From an optimization exercise on the open Yosys and OpenROAD flow, aimed at small area; shortcuts taken in it are not production practice. RTL that was checked went through simulation tests only; none was proved equivalent to the original.

==> inputs of job 4039 <==
==> flow/design.v <==
module rename_map #(
  parameter int NUM_AREGS = 32,
  parameter int NUM_PREGS = 128,
  parameter int CTRL_W    = 32,
  localparam int AW = $clog2(NUM_AREGS),
  localparam int PW = $clog2(NUM_PREGS)
) (
  input  logic                   i_clk,
  input  logic                   i_rst,
  input  logic [1:0]             i_valid,
  input  logic [1:0][AW-1:0]     i_src0,
  input  logic [1:0][AW-1:0]     i_src1,
  input  logic [1:0][AW-1:0]     i_dst,
  input  logic [1:0]             i_regwrite,
  input  logic [1:0][CTRL_W-1:0] i_ctrl,
  output logic                   o_ready,
  input  logic                   i_ready,
  output logic [1:0]             o_valid,
  output logic [1:0][PW-1:0]     o_psrc0,
  output logic [1:0][PW-1:0]     o_psrc1,
  output logic [1:0][PW-1:0]     o_pdst,
  output logic [1:0][PW-1:0]     o_old_pdst,
  output logic [1:0][CTRL_W-1:0] o_ctrl,
  input  logic [1:0]             i_free_valid,
  input  logic [1:0][PW-1:0]     i_free_preg,
  output logic [PW:0]            o_free_count,
  output logic                   o_err
);
  logic [PW-1:0] rat [NUM_AREGS];
  logic [PW-1:0] free_list [NUM_PREGS];
  logic [PW-1:0] head, tail;
  logic [PW:0]   count;
  logic [1:0]          alloc;
  logic [PW:0]         need;
  logic                accept;
  logic [PW-1:0]       new0, new1;
  logic [1:0][PW-1:0]  psrc0_n, psrc1_n, pdst_n, old_n;
  logic [1:0]          push_req;
  logic                push0, push1, drop;
  logic [PW:0]         base, base1, count_n;
  logic [PW-1:0]       tail1;
  always_comb begin
    for (int k = 0; k < 2; k++)
      alloc[k] = i_valid[k] && i_regwrite[k] && (i_dst[k] != '0);
    need    = (PW+1)'(alloc[0]) + (PW+1)'(alloc[1]);
    o_ready = ((o_valid == 2'b00) || i_ready) && (count >= need);
    accept  = (|i_valid) && o_ready;
    new0 = free_list[head];
    new1 = alloc[0] ? free_list[head + PW'(1)] : free_list[head];
    for (int k = 0; k < 2; k++) begin
      psrc0_n[k] = (i_src0[k] == '0) ? '0 : rat[i_src0[k]];
      psrc1_n[k] = (i_src1[k] == '0) ? '0 : rat[i_src1[k]];
    end
    if (alloc[0] && (i_src0[1] == i_dst[0])) psrc0_n[1] = new0;
    if (alloc[0] && (i_src1[1] == i_dst[0])) psrc1_n[1] = new0;
    pdst_n[0] = alloc[0] ? new0 : '0;
    pdst_n[1] = alloc[1] ? new1 : '0;
    old_n[0]  = alloc[0] ? rat[i_dst[0]] : '0;
    old_n[1]  = '0;
    if (alloc[1])
      old_n[1] = (alloc[0] && (i_dst[1] == i_dst[0])) ? new0 : rat[i_dst[1]];
    for (int k = 0; k < 2; k++)
      push_req[k] = i_free_valid[k] && (i_free_preg[k] != '0);
    base    = count - (accept ? need : '0);
    push0   = push_req[0] && (base < (PW+1)'(NUM_PREGS-1));
    base1   = base + (PW+1)'(push0);
    push1   = push_req[1] && (base1 < (PW+1)'(NUM_PREGS-1));
    drop    = (push_req[0] && !push0) || (push_req[1] && !push1);
    count_n = base1 + (PW+1)'(push1);
    tail1   = tail + PW'(push0);
  end
  always_ff @(posedge i_clk) begin
    if (i_rst) begin
      for (int a = 0; a < NUM_AREGS; a++)
        rat[a] <= PW'(a);
    end else if (accept) begin
      if (alloc[0]) rat[i_dst[0]] <= new0;
      if (alloc[1]) rat[i_dst[1]] <= new1;
    end
  end
  always_ff @(posedge i_clk) begin
    if (i_rst) begin
      for (int i = 0; i < NUM_PREGS; i++)
        free_list[i] <= (i < NUM_PREGS - NUM_AREGS) ? PW'(i + NUM_AREGS) : '0;
    end else begin
      if (push0) free_list[tail]  <= i_free_preg[0];
      if (push1) free_list[tail1] <= i_free_preg[1];
    end
  end
  always_ff @(posedge i_clk) begin
    if (i_rst) begin
      head  <= '0;
      tail  <= PW'(NUM_PREGS - NUM_AREGS);
      count <= (PW+1)'(NUM_PREGS - NUM_AREGS);
      o_err <= 1'b0;
    end else begin
      if (accept) head <= head + need[PW-1:0];
      tail  <= tail + PW'(push0) + PW'(push1);
      count <= count_n;
      if (drop) o_err <= 1'b1;
    end
  end
  always_ff @(posedge i_clk) begin
    if (i_rst) begin
      o_valid    <= '0;
      o_psrc0    <= '0;
      o_psrc1    <= '0;
      o_pdst     <= '0;
      o_old_pdst <= '0;
      o_ctrl     <= '0;
    end else if (accept) begin
      o_valid    <= i_valid;
      o_psrc0    <= psrc0_n;
      o_psrc1    <= psrc1_n;
      o_pdst     <= pdst_n;
      o_old_pdst <= old_n;
      o_ctrl     <= i_ctrl;
    end else if (i_ready) begin
      o_valid <= '0;
    end
  end
  assign o_free_count = count;
endmodule
==> flow/run.sh <==
#!/bin/bash
# synth_recipe.tcl (not shown) runs the flow's synth.tcl, then flattens the netlist and writes it again
# the make line also repeats each setting of config.mk as NAME=value (left out here)
make -C /OpenROAD-flow-scripts/flow DESIGN_CONFIG=/design/flow/config.mk WORK_HOME=/design/flow/orfs CLKGATE_MAP_FILE= SYNTH_SCRIPT=/design/flow/synth_recipe.tcl finish
==> flow/config.mk <==
export PLATFORM = sky130hd
export DESIGN_NAME = rename_map
export DESIGN_NICKNAME = rename_map
export VERILOG_FILES = /design/flow/design.v
export SDC_FILE = /design/flow/constraint.sdc
export NUM_CORES = 4
export LEC_CHECK = 0
export CAP_MARGIN = 20
export CORE_MARGIN = 2
export CORE_UTILIZATION = 40
export SLEW_MARGIN = 20
==> flow/constraint.sdc <==
create_clock -name core_clock -period 8.5 [get_ports {i_clk}]
set_input_delay 1.7000 -clock core_clock [delete_from_list [all_inputs] [get_ports {i_clk}]]
set_output_delay 1.7000 -clock core_clock [all_outputs]
set_load 0.01 [all_outputs]
==> job 4062 (differences from job 4039) <==
==> flow/design.v, changed modules only <==
module rename_map #(
  parameter int NUM_AREGS = 32,
  parameter int NUM_PREGS = 128,
  parameter int CTRL_W    = 32,
  localparam int AW = $clog2(NUM_AREGS),
  localparam int PW = $clog2(NUM_PREGS)
) (
  input  logic                   i_clk,
  input  logic                   i_rst,
  input  logic [1:0]             i_valid,
  input  logic [1:0][AW-1:0]     i_src0,
  input  logic [1:0][AW-1:0]     i_src1,
  input  logic [1:0][AW-1:0]     i_dst,
  input  logic [1:0]             i_regwrite,
  input  logic [1:0][CTRL_W-1:0] i_ctrl,
  output logic                   o_ready,
  input  logic                   i_ready,
  output logic [1:0]             o_valid,
  output logic [1:0][PW-1:0]     o_psrc0,
  output logic [1:0][PW-1:0]     o_psrc1,
  output logic [1:0][PW-1:0]     o_pdst,
  output logic [1:0][PW-1:0]     o_old_pdst,
  output logic [1:0][CTRL_W-1:0] o_ctrl,
  input  logic [1:0]             i_free_valid,
  input  logic [1:0][PW-1:0]     i_free_preg,
  output logic [PW:0]            o_free_count,
  output logic                   o_err
);
  localparam int NB = NUM_PREGS / 2;           
  localparam int BW = PW - 1;                  
  localparam int NINIT = NUM_PREGS - NUM_AREGS;
  logic [PW-1:0] rat [1:NUM_AREGS-1];
  logic [PW-1:0] bank_e [NB];
  logic [PW-1:0] bank_o [NB];
  logic [PW-1:0] head;
  logic [PW-1:0] count;
  logic          init_q;
  logic [1:0]          alloc;
  logic [1:0]          need;
  logic                accept;
  logic [PW-1:0]       tail;
  logic [BW-1:0]       ridx_e, widx_e;
  logic [PW-1:0]       rd_e, rd_o, new0, next0, new1;
  logic [1:0][PW-1:0]  psrc0_n, psrc1_n, pdst_n, old_n;
  logic [1:0]          push_req;
  logic                push0, push1, drop, any_push, both_push;
  logic [PW-1:0]       base, base1, count_n, head_n;
  logic [PW-1:0]       wd_first;
  logic [PW-1:0]       wd_e, wd_o;
  logic                we_e, we_o;
  function automatic logic [PW-1:0] rat_rd(input logic [AW-1:0] a);
    rat_rd = '0;
    for (int i = 1; i < NUM_AREGS; i++)
      if (a == AW'(i)) rat_rd = rat[i];
  endfunction
  always_comb begin
    for (int k = 0; k < 2; k++)
      alloc[k] = i_valid[k] && i_regwrite[k] && (i_dst[k] != '0);
    need    = {alloc[0] & alloc[1], alloc[0] ^ alloc[1]};
    o_ready = ((o_valid == 2'b00) || i_ready) && (count >= PW'(need));
    accept  = (|i_valid) && o_ready;
    ridx_e = head[PW-1:1] + BW'(head[0]);
    rd_e   = bank_e[ridx_e];
    rd_o   = bank_o[head[PW-1:1]];
    if (init_q && !({ridx_e, 1'b0} >= PW'(NINIT))) rd_e = {ridx_e, 1'b0} + PW'(NUM_AREGS);
    if (init_q && !({head[PW-1:1], 1'b1} >= PW'(NINIT))) rd_o = {head[PW-1:1], 1'b1} + PW'(NUM_AREGS);
    new0  = head[0] ? rd_o : rd_e;
    next0 = head[0] ? rd_e : rd_o;
    new1  = alloc[0] ? next0 : new0;
    for (int k = 0; k < 2; k++) begin
      psrc0_n[k] = rat_rd(i_src0[k]);
      psrc1_n[k] = rat_rd(i_src1[k]);
    end
    if (alloc[0] && (i_src0[1] == i_dst[0])) psrc0_n[1] = new0;
    if (alloc[0] && (i_src1[1] == i_dst[0])) psrc1_n[1] = new0;
    pdst_n[0] = alloc[0] ? new0 : '0;
    pdst_n[1] = alloc[1] ? new1 : '0;
    old_n[0]  = alloc[0] ? rat_rd(i_dst[0]) : '0;
    old_n[1]  = '0;
    if (alloc[1])
      old_n[1] = (alloc[0] && (i_dst[1] == i_dst[0])) ? new0 : rat_rd(i_dst[1]);
    for (int k = 0; k < 2; k++)
      push_req[k] = i_free_valid[k] && (i_free_preg[k] != '0);
    base    = count - (accept ? PW'(need) : '0);
    push0   = push_req[0] && (base != PW'(NUM_PREGS-1));
    base1   = base + PW'(push0);
    push1   = push_req[1] && (base1 != PW'(NUM_PREGS-1));
    drop    = (push_req[0] && !push0) || (push_req[1] && !push1);
    count_n = base1 + PW'(push1);
    head_n  = head + (accept ? PW'(need) : '0);
    tail      = head + count;
    any_push  = push0 | push1;
    both_push = push0 & push1;
    wd_first  = push0 ? i_free_preg[0] : i_free_preg[1];
    widx_e    = tail[PW-1:1] + BW'(tail[0]);
    we_e      = tail[0] ? both_push : any_push;
    we_o      = tail[0] ? any_push : both_push;
    wd_e      = tail[0] ? i_free_preg[1] : wd_first;
    wd_o      = tail[0] ? wd_first : i_free_preg[1];
  end
  always_ff @(posedge i_clk) begin
    if (i_rst) begin
      for (int a = 1; a < NUM_AREGS; a++)
        rat[a] <= PW'(a);
    end else if (accept) begin
      for (int a = 1; a < NUM_AREGS; a++) begin
        if (alloc[1] && i_dst[1] == AW'(a))      rat[a] <= new1;
        else if (alloc[0] && i_dst[0] == AW'(a)) rat[a] <= new0;
      end
    end
  end
  always_ff @(posedge i_clk) begin
    if (we_e) bank_e[widx_e] <= wd_e;
    if (we_o) bank_o[tail[PW-1:1]] <= wd_o;
  end
  always_ff @(posedge i_clk) begin
    if (i_rst) begin
      head   <= '0;
      count  <= PW'(NINIT);
      init_q <= 1'b1;
      o_err  <= 1'b0;
    end else begin
      head  <= head_n;
      count <= count_n;
      if (head_n >= PW'(NINIT)) init_q <= 1'b0;
      if (drop) o_err <= 1'b1;
    end
  end
  always_ff @(posedge i_clk) begin
    if (i_rst)
      o_valid <= '0;
    else if (accept)
      o_valid <= i_valid;
    else if (i_ready)
      o_valid <= '0;
  end
  always_ff @(posedge i_clk) begin
    if (accept) begin
      o_psrc0    <= psrc0_n;
      o_psrc1    <= psrc1_n;
      o_pdst     <= pdst_n;
      o_old_pdst <= old_n;
      o_ctrl     <= i_ctrl;
    end
  end
  assign o_free_count = {1'b0, count};
endmodule
--- a/flow/config.mk
+++ b/flow/config.mk
@@ -7,5 +7,6 @@
 export LEC_CHECK = 0
+export ABC_AREA = 1
 export CAP_MARGIN = 20
 export CORE_MARGIN = 2
-export CORE_UTILIZATION = 40
+export CORE_UTILIZATION = 65
 export SLEW_MARGIN = 20
==> comparison <==
- Job 4062 died in global routing on GRT-0232. Job 4039 finished with timing, DRC and antenna clean.
- Of job 4039 and job 4062, job 4039 has the higher area after synthesis (gap about 33%, measured against job 4062).
- Synthesized cell count: job 4062 is smaller than job 4039 (1.6%).
Function not checked in job 4039: the RTL went through the layout flow alone.

-- afterwards: timing with drivers on the ports --
The results above use ideal ports. As a check the final layout listed here was re-extracted and re-timed, cells and wires unchanged. Step 1: set_driving_cell puts a clkbuf_16 on i_clk and a buf_2 on each other input, an assumption about the parent block. Step 2, shift: input delay + t, output delay - t, t = (earliest + latest rising clock arrival at the registers) / 2. This alone moves slack from input paths to output paths. Slacks: ideal / step 1 / step 2; pairs: ideal / step 1.
run: job 4039
shift t [ns]: 0.942
setup slack, ns: 0.422 / 0.498 / -0.444
worst setup path after step 2: input to register
slew at the worst register clock pin (ns): 0.07 / 0.07
With both steps, setup timing fails in job 4039, where it was met with ideal ports. The setup slack of job 4039 moves by +0.076 ns with the drivers and by -0.866 ns with both steps.
